This design comes from an exercise in tuning for small area and a short achievable clock period on the open sky130 flow, not from production work. Only simulation tests tie the RTL to the original design; equivalence was not proved.

==> flow/design.v (excerpt) <==
module fu_mul_lat3_32b (
  input  logic        clk,
  input  logic        reset,
  input  logic        io_glock,
  input  logic [31:0] io_o1data,
  input  logic        io_o1load,
  input  logic [31:0] io_t1data,
  input  logic        io_t1load,
  input  logic [1:0]  io_t1opcode,
  output logic [31:0] io_r1data,
  output logic        io_r1valid
);
  logic [9:0]  o1X1_q, o1X2_q, o1X3_q, o1X4_q, o1Ng_q;
  logic [2:0]  o1Top_q;    
  logic [32:0] s1A_q;      
  logic [34:0] s1A3_q;     
  logic        s1SB_q;     
  logic        s1Hi_q;     
  logic        s1Valid_q;
  logic [139:0] s2Cs_q;   
  logic        s2Hi_q;
  logic        s2Valid_q;
  logic [31:0] r1Data_q;
  logic        r1Valid_q;
  logic        trigger;
  logic [32:0] aExt;
  logic [34:0] a3;
  assign trigger = io_t1load & ~io_glock;
  assign aExt = {io_t1opcode[1] & io_t1data[31], io_t1data};
  assign a3 = {{2{aExt[32]}}, aExt} + {aExt[32], aExt, 1'b0};
  logic [10:0] x1, x2, x3, x4, ng;
  logic [30:0] wbx;   
  logic [9:0]  wX1, wX2, wX3, wX4, wNg;
  assign wbx = {io_o1data[29:0], 1'b0};
  always_comb begin
    for (int i = 0; i < 10; i++) begin
      wX1[i] = (wbx[3*i+1] ^ wbx[3*i]) & ~(wbx[3*i+2] ^ wbx[3*i+3]);
      wX3[i] = (wbx[3*i+1] ^ wbx[3*i]) & (wbx[3*i+2] ^ wbx[3*i+3]);
      wX2[i] = ~(wbx[3*i+1] ^ wbx[3*i]) & (wbx[3*i+2] ^ wbx[3*i+1]);
      wX4[i] = ~(wbx[3*i+1] ^ wbx[3*i]) & ~(wbx[3*i+2] ^ wbx[3*i+1]) & (wbx[3*i+2] ^ wbx[3*i+3]);
      wNg[i] = wbx[3*i+3] & ~(wbx[3*i+2] & wbx[3*i+1] & wbx[3*i]);
    end
  end
  logic [3:0] tbx;   
  logic [0:0] tX1, tX2, tX3, tX4, tNg;
  assign tbx = {s1SB_q & o1Top_q[2], o1Top_q};
  always_comb begin
    for (int i = 0; i < 1; i++) begin
  ...
Size in the first run: about 300 flip-flops, ~100 I/O pins, ~33000 sq um of cells after synthesis.
make LEC_CHECK=0 CAP_MARGIN=20 CORE_MARGIN=2 CORE_UTILIZATION=55 CTS_CLUSTER_SIZE=20 SETUP_SLACK_MARGIN=4.6 SLEW_MARGIN=20 SYNTH_HIERARCHICAL=1 SYNTH_MINIMUM_KEEP_SIZE=0 finish   # period 8.5 ns
run.sh (not shown) runs the stock make flow with config.mk's settings and CLKGATE_MAP_FILE= SYNTH_SCRIPT=/design/flow/synth_recipe.tcl, a recipe that flattens the netlist after the stock synthesis.
The starting point completed with no timing, DRC or antenna violations.
Then changed:
- SETUP_SLACK_MARGIN: 4.6 -> 4.45
Non-clock buffer count is lower by 25. Design area fell by about 1.2%. Utilization is lower by 0.75 points. Global-route usage barely changes. Count of clock-buffer cells in the layout falls by 3. Via count goes down by 1.7%. Routed wire length fell by 1.6%.
Then changed:
==> flow/flow/run.sh (new file) <==
#!/bin/bash
# Layout flow: the standard layout (standard.sh, unchanged synthesis and
# steps), except that the port buffers inserted before global placement are
# sky130_fd_sc_hd__buf_2 cells instead of the delay cell buffer_ports picks by
# default. Every input and output port still gets its own buffer.
# The make output goes to standard.log in this folder; the tools' own logs are
# under orfs/logs/ as standard.sh writes them.
export BUFFER_PORTS_ARGS="-buffer_cell sky130_fd_sc_hd__buf_2"
bash standard.sh > standard.log 2>&1
status=$?
tail -n 30 standard.log
exit $status
==> flow/standard.sh (new file) <==
#!/bin/bash
# synth_recipe.tcl (not shown) runs the flow's synth.tcl, then flattens the netlist and writes it again
# the make line also repeats each setting of config.mk as NAME=value (left out here)
make -C /OpenROAD-flow-scripts/flow DESIGN_CONFIG=/design/flow/config.mk WORK_HOME=/design/flow/orfs CLKGATE_MAP_FILE= SYNTH_SCRIPT=/design/flow/synth_recipe.tcl "${@:-finish}"
- SETUP_SLACK_MARGIN: 4.45 -> 4.6
removed: flow/run.sh
Effect: Via count increases slightly; design area went down slightly; worst setup slack is better by 72 ps; die area stays the same; synthesized area stays the same; count of clock-buffer cells in the layout goes down by 6; hold slack is about the same.

---

== v43 ==
fu_mul_lat3_32b again, from the RTL that the note above started with.
clock: 8.5 ns
lec_check: 0
cap_margin: 50
core_margin: 2
core_utilization: 55
cts_cluster_size: 20
setup_slack_margin: 4.6
slew_margin: 20
synth_hierarchical: 1
synth_minimum_keep_size: 0
standard.sh (not shown) runs the stock make flow with config.mk's settings and CLKGATE_MAP_FILE= SYNTH_SCRIPT=/design/flow/synth_recipe.tcl, a recipe that flattens the netlist after the stock synthesis.
==> flow/flow/run.sh <==
#!/bin/bash
# Layout flow: the standard layout (standard.sh, unchanged synthesis and
# steps), except that the port buffers inserted before global placement are
# sky130_fd_sc_hd__buf_2 cells instead of the delay cell buffer_ports picks by
# default. Every input and output port still gets its own buffer.
# The make output goes to standard.log in this folder; the tools' own logs are
# under orfs/logs/ as standard.sh writes them.
export BUFFER_PORTS_ARGS="-buffer_cell sky130_fd_sc_hd__buf_2"
bash standard.sh > standard.log 2>&1
status=$?
tail -n 30 standard.log
exit $status
diff inputs: v43 => v9
==> flow/config.mk <==
export PLATFORM = sky130hd
export DESIGN_NAME = fu_mul_lat3_32b
export DESIGN_NICKNAME = fu_mul_lat3_32b
export VERILOG_FILES = /design/flow/design.v
export SDC_FILE = /design/flow/constraint.sdc
export NUM_CORES = 4
export LEC_CHECK = 0
export CAP_MARGIN = 35
export CORE_MARGIN = 2
export CORE_UTILIZATION = 55
export CTS_CLUSTER_SIZE = 20
export SETUP_SLACK_MARGIN = 4.7
export SLEW_MARGIN = 20
export SYNTH_HIERARCHICAL = 1
export SYNTH_MINIMUM_KEEP_SIZE = 0
==> comparison <==
- v9 vs. v43: count of clock-net buffers in the final layout shows a reduction of 7.7%, via count shows no meaningful change, global-route usage shows an increase of 0.52 points, area fraction in compound gates after synthesis shows no meaningful change.
- v9 vs v43 on non-clock buffer count: v9 is the lower one.
- Routed wire length: v9 > v43
- Against v43, routability congestion estimate in v9 fell by a few percent.
Inputs modified between v9 and v40:
-- flow/config.mk --
<<< v9, line 10
export CORE_UTILIZATION = 55
export CTS_CLUSTER_SIZE = 20
export SETUP_SLACK_MARGIN = 4.7
export SLEW_MARGIN = 20
export SYNTH_HIERARCHICAL = 1
>>> v40, line 10
export CORE_UTILIZATION = 55
export CTS_CLUSTER_SIZE = 20
export SETUP_SLACK_MARGIN = 4.8
export SLEW_MARGIN = 20
export SYNTH_HIERARCHICAL = 1
Findings:
Cell count of the worst hold path: v40 vs v9 identical. Share of the final layout cell area in sequential cells: v40 lower than v9. Global-route wire length before repair across v9 and v40: no real change. Sort v9 and v40 by reg-to-reg setup timing slack, descending, and v40 comes first. Between v9 and v40, via count is lower for v9, v40 comes in above that. v40 closes out successfully: all stages finished, all timing, DRC and antenna checks passed. Per the final summary, v9 finished and its layout is clean on timing, DRC and antenna. Final area: v40 vs v9 up 3.6%. Clock-buffer cell count for v40: 3 down relative to v9. Of v9 and v40, the lower total routed wirelength belongs to v9. Multi-input gate count across v9 and v40: no real change.
--- input diff v40..v22 ---
==> flow/config.mk <==
export PLATFORM = sky130hd
export DESIGN_NAME = fu_mul_lat3_32b
export DESIGN_NICKNAME = fu_mul_lat3_32b
export VERILOG_FILES = /design/flow/design.v
export SDC_FILE = /design/flow/constraint.sdc
export NUM_CORES = 4
export LEC_CHECK = 0
export CAP_MARGIN = 20
export CORE_MARGIN = 2
export CORE_UTILIZATION = 55
export CTS_CLUSTER_SIZE = 32
export SETUP_SLACK_MARGIN = 4.6
export SLEW_MARGIN = 20
export SYNTH_HIERARCHICAL = 1
export SYNTH_MINIMUM_KEEP_SIZE = 0
Results
Of the two values seen for beginning of the critical path, s1A3_q[16]$_DFFE_PP_ was produced by v40 and s1A3_q[11]$_DFFE_PP_ by v22.
Between v40 and v22, the count of placed standard cells including taps figures differ only marginally.
Summary — core utilization, v22 relative to v40: lower, by 3.8 points.
Sequential portion of the cell area is lower on v40
Changes observed in v22 relative to v40: count of buffers added by post-CTS timing repair for setup now smaller; growth of design area from synthesis to finish fell by 6.8 points; setup slack -180 ps; met3 layer usage reported by global route went down by 1.3 points.
Via count of the first global-routing pass went up slightly going from v40 to v22.
Looking at wire length per cell, v22 sits 0.91 um below v40.
#### Input delta (v31 over v22)
-- flow/config.mk --
<<< v22, line 9
export CORE_MARGIN = 2
export CORE_UTILIZATION = 55
export CTS_CLUSTER_SIZE = 32
export SETUP_SLACK_MARGIN = 4.6
export SLEW_MARGIN = 20
>>> v31, line 9
export CORE_MARGIN = 2
export CORE_UTILIZATION = 55
export CTS_BUF_LIST = sky130_fd_sc_hd__clkbuf_4 sky130_fd_sc_hd__clkbuf_8
export CTS_CLUSTER_SIZE = 20
export SETUP_SLACK_MARGIN = 4.6
export SLEW_MARGIN = 20
## What came out
- Diff v31..v22 | sequential share of layout area | negligible
- v31 against v22: die footprint comparable, measured slew at the worst slew-check pin now sits higher.
- v31 vs v22: fmax up slightly
- [v31 vs v22] per-cell routed wire length: lower in v31
- On worst hold slack after final layout, v31 and v22 are basically level.
- | global-route wire length before repair | v22 vs v31 | ≈ equal |

---

fu_mul_lat3_32b, a different RTL version from the one above (not shown whole).
For scale: ~3600 cells after synthesis, ~100 I/O pins, ~34000 µm² of cells after synthesis.
clock: 8.5 ns
lec_check: 0
cap_margin: 20
core_margin: 2
core_utilization: 55
cts_cluster_size: 20
slew_margin: 20
run.sh (not shown) runs the stock make flow with config.mk's settings and CLKGATE_MAP_FILE= SYNTH_SCRIPT=/design/flow/synth_recipe.tcl, a recipe that flattens the netlist after the stock synthesis.
Stock flow here: none of the scripts above is used.
The starting point went through all stages and came out clean.
Then changed:
Settings changed: ABC_CLOCK_PERIOD_IN_PS from default to 4000, SETUP_SLACK_MARGIN from default to 4.0.
=>
- The changed run completed with no timing, DRC or antenna violations
- maximum frequency came out higher by about a fifth
- wire length came out higher by roughly a tenth
- sequential cell count does not change
- via count came out higher by a few percent
- final area came out higher by roughly a tenth
- global-route usage came out higher by 3.9 points

---

fu_mul_lat3_32b, a different RTL version from the one above (not shown whole).
Size in the first run: ~3400 cells after synthesis, ~300 flip-flops, roughly 100 I/O pins, about 34000 um^2 of cells after synthesis.
export LEC_CHECK = 0
export ABC_CLOCK_PERIOD_IN_PS = 4000
export CAP_MARGIN = 20
export CORE_MARGIN = 2
export CORE_UTILIZATION = 55
export CTS_CLUSTER_SIZE = 20
export SETUP_SLACK_MARGIN = 4.6
export SLEW_MARGIN = 20
export SYNTH_HIERARCHICAL = 1
export SYNTH_MINIMUM_KEEP_SIZE = 0
create_clock -name core_clock -period 8.5 [get_ports {clk}]
The baseline completed without violations.
==> next run, changes <==
SETUP_SLACK_MARGIN = 5.0   (was 4.6)
What happened: Critical path depth is higher by 8. Via count grows by 6.7%. Routed wire length grows by 10%. Maximum frequency came out higher by 1.8%. Worst setup slack gets better by 0.068 ns. Worst hold slack is better by 0.011 ns. Global-route usage is higher by 3.5 points. Cell count rises by 3.9%.

---

willow:
Another version of the RTL of fu_mul_lat3_32b (not shown whole).
Size: ~3,300 cells after synthesis, roughly 300 flip-flops, about 100 I/O pins.
==> flow/design.v (excerpt) <==
module fu_mul_lat3_32b (
  input  logic        clk,
  input  logic        reset,
  input  logic        io_glock,
  input  logic [31:0] io_o1data,
  input  logic        io_o1load,
  input  logic [31:0] io_t1data,
  input  logic        io_t1load,
  input  logic [1:0]  io_t1opcode,
  output logic [31:0] io_r1data,
  output logic        io_r1valid
);
  logic [9:0]  o1X1_q, o1X2_q, o1X3_q, o1X4_q, o1Ng_q;
  logic [2:0]  o1Top_q;    
  logic [32:0] s1A_q;      
  logic [34:0] s1A3_q;     
  logic        s1SB_q;     
  logic        s1Hi_q;     
  logic        s1Valid_q;
  logic [142:0] s2Cs_q;   
  logic        s2Hi_q;
  logic        s2Valid_q;
  logic [31:0] r1Data_q;
  logic        r1Valid_q;
  logic        trigger;
  logic [32:0] aExt;
  logic [34:0] a3;
  assign trigger = io_t1load & ~io_glock;
  assign aExt = {io_t1opcode[1] & io_t1data[31], io_t1data};
  assign a3 = {{2{aExt[32]}}, aExt} + {aExt[32], aExt, 1'b0};
  logic [10:0] x1, x2, x3, x4, ng;
  logic [30:0] wbx;   
  logic [9:0]  wX1, wX2, wX3, wX4, wNg;
  assign wbx = {io_o1data[29:0], 1'b0};
  always_comb begin
    for (int i = 0; i < 10; i++) begin
      wX1[i] = (wbx[3*i+1] ^ wbx[3*i]) & ~(wbx[3*i+2] ^ wbx[3*i+3]);
      wX3[i] = (wbx[3*i+1] ^ wbx[3*i]) & (wbx[3*i+2] ^ wbx[3*i+3]);
      wX2[i] = ~(wbx[3*i+1] ^ wbx[3*i]) & (wbx[3*i+2] ^ wbx[3*i+1]);
      wX4[i] = ~(wbx[3*i+1] ^ wbx[3*i]) & ~(wbx[3*i+2] ^ wbx[3*i+1]) & (wbx[3*i+2] ^ wbx[3*i+3]);
      wNg[i] = wbx[3*i+3] & ~(wbx[3*i+2] & wbx[3*i+1] & wbx[3*i]);
    end
  end
  logic [3:0] tbx;   
  logic [0:0] tX1, tX2, tX3, tX4, tNg;
  assign tbx = {s1SB_q & o1Top_q[2], o1Top_q};
  always_comb begin
    for (int i = 0; i < 1; i++) begin
      tX1[i] = (tbx[3*i+1] ^ tbx[3*i]) & ~(tbx[3*i+2] ^ tbx[3*i+3]);
      tX3[i] = (tbx[3*i+1] ^ tbx[3*i]) & (tbx[3*i+2] ^ tbx[3*i+3]);
      tX2[i] = ~(tbx[3*i+1] ^ tbx[3*i]) & (tbx[3*i+2] ^ tbx[3*i+1]);
      tX4[i] = ~(tbx[3*i+1] ^ tbx[3*i]) & ~(tbx[3*i+2] ^ tbx[3*i+1]) & (tbx[3*i+2] ^ tbx[3*i+3]);
      tNg[i] = tbx[3*i+3] & ~(tbx[3*i+2] & tbx[3*i+1] & tbx[3*i]);
    end
  end
  assign x1 = {tX1, o1X1_q};
  assign x2 = {tX2, o1X2_q};
  assign x3 = {tX3, o1X3_q};
  assign x4 = {tX4, o1X4_q};
  assign ng = {tNg, o1Ng_q};
  logic [34:0] pp0;
  logic [34:0] pp1;
  logic [34:0] pp2;
  ...
Settings: LEC_CHECK=0, CAP_MARGIN=20, CORE_MARGIN=2, CORE_UTILIZATION=70, CTS_CLUSTER_SIZE=20, SETUP_SLACK_MARGIN=4.6, SLEW_MARGIN=20, SYNTH_HIERARCHICAL=1, SYNTH_MINIMUM_KEEP_SIZE=0; clock period 8.5 ns.
willow: done, clean on timing, DRC and antenna
What cedar does differently from willow at the input level:
Settings: TNS_END_PERCENT newly set to 10; CORE_UTILIZATION changed from 70 to 55.
--- outcome ---
In summary, cedar completed successfully, with a layout that passed the timing, DRC and antenna checks.
cedar ended up with o1X1_q[7]$_DFFE_PN0P_ as its worst setup path startpoint; willow ended up with s1A3_q[13]$_DFFE_PP_.
willow -> cedar: met1 wire length increased by more than 10%
Going from willow to cedar, wire length reported by the detailed router saw an increase, worst hold slack saw a decrease.

## re-timing with driven ports
Ports are ideal in the flow. The routed layouts listed here were re-timed in OpenROAD. Step 1: set_driving_cell puts a clkbuf_16 on clk and a buf_2 on each other input, an assumption about the parent block. Step 2 moves the port delays by t, midway between the first and last clock arrival at a register: inputs arrive t later, outputs are due t later. That takes back most of the time a late clock gives input paths. Slacks: no drivers / after step 1 / after step 2; pairs: no drivers / after step 1.
run	t (ns)	slack for setup (ns)	worst hold slack (ns)	worst setup path after step 2
the first run of note 1	0.617	4.546 / 4.546 / 4.055	0.466 / 0.466 / 0.466	input to register
the second run of note 1	0.635	4.431 / 4.431 / 3.954	0.469 / 0.469 / 0.469	input to register
the third run of note 1	0.637	4.502 / 4.502 / 4.124	0.470 / 0.470 / 0.470	input to register
v43	0.639	4.629 / 4.629 / 4.106	0.471 / 0.471 / 0.471	input to register
v9	0.631	4.640 / 4.640 / 4.068	0.474 / 0.474 / 0.474	input to register
v40	0.657	4.695 / 4.695 / 4.160	0.467 / 0.467 / 0.467	input to register
v22	0.640	4.517 / 4.517 / 4.135	0.473 / 0.473 / 0.473	input to register
v31	0.732	4.537 / 4.537 / 4.072	0.471 / 0.471 / 0.471	input to register
the first run of note 3	0.683	2.623 / 2.623 / 2.623	0.420 / 0.420 / 0.420	register to register
the second run of note 3	0.694	3.590 / 3.590 / 3.550	0.446 / 0.446 / 0.446	input to register
the first run of note 4	0.637	4.569 / 4.569 / 3.979	0.465 / 0.465 / 0.465	input to register
the second run of note 4	0.635	4.636 / 4.636 / 4.109	0.477 / 0.477 / 0.477	input to register
willow	0.639	4.448 / 4.448 / 3.968	0.478 / 0.478 / 0.478	input to register
cedar	0.639	4.365 / 4.365 / 3.890	0.469 / 0.469 / 0.469	input to register
After both steps every run listed still meets setup and hold. For the first run of note 4, which loses most, drivers alone change the setup slack by 0.000 ns; drivers and shift together by -0.590 ns.
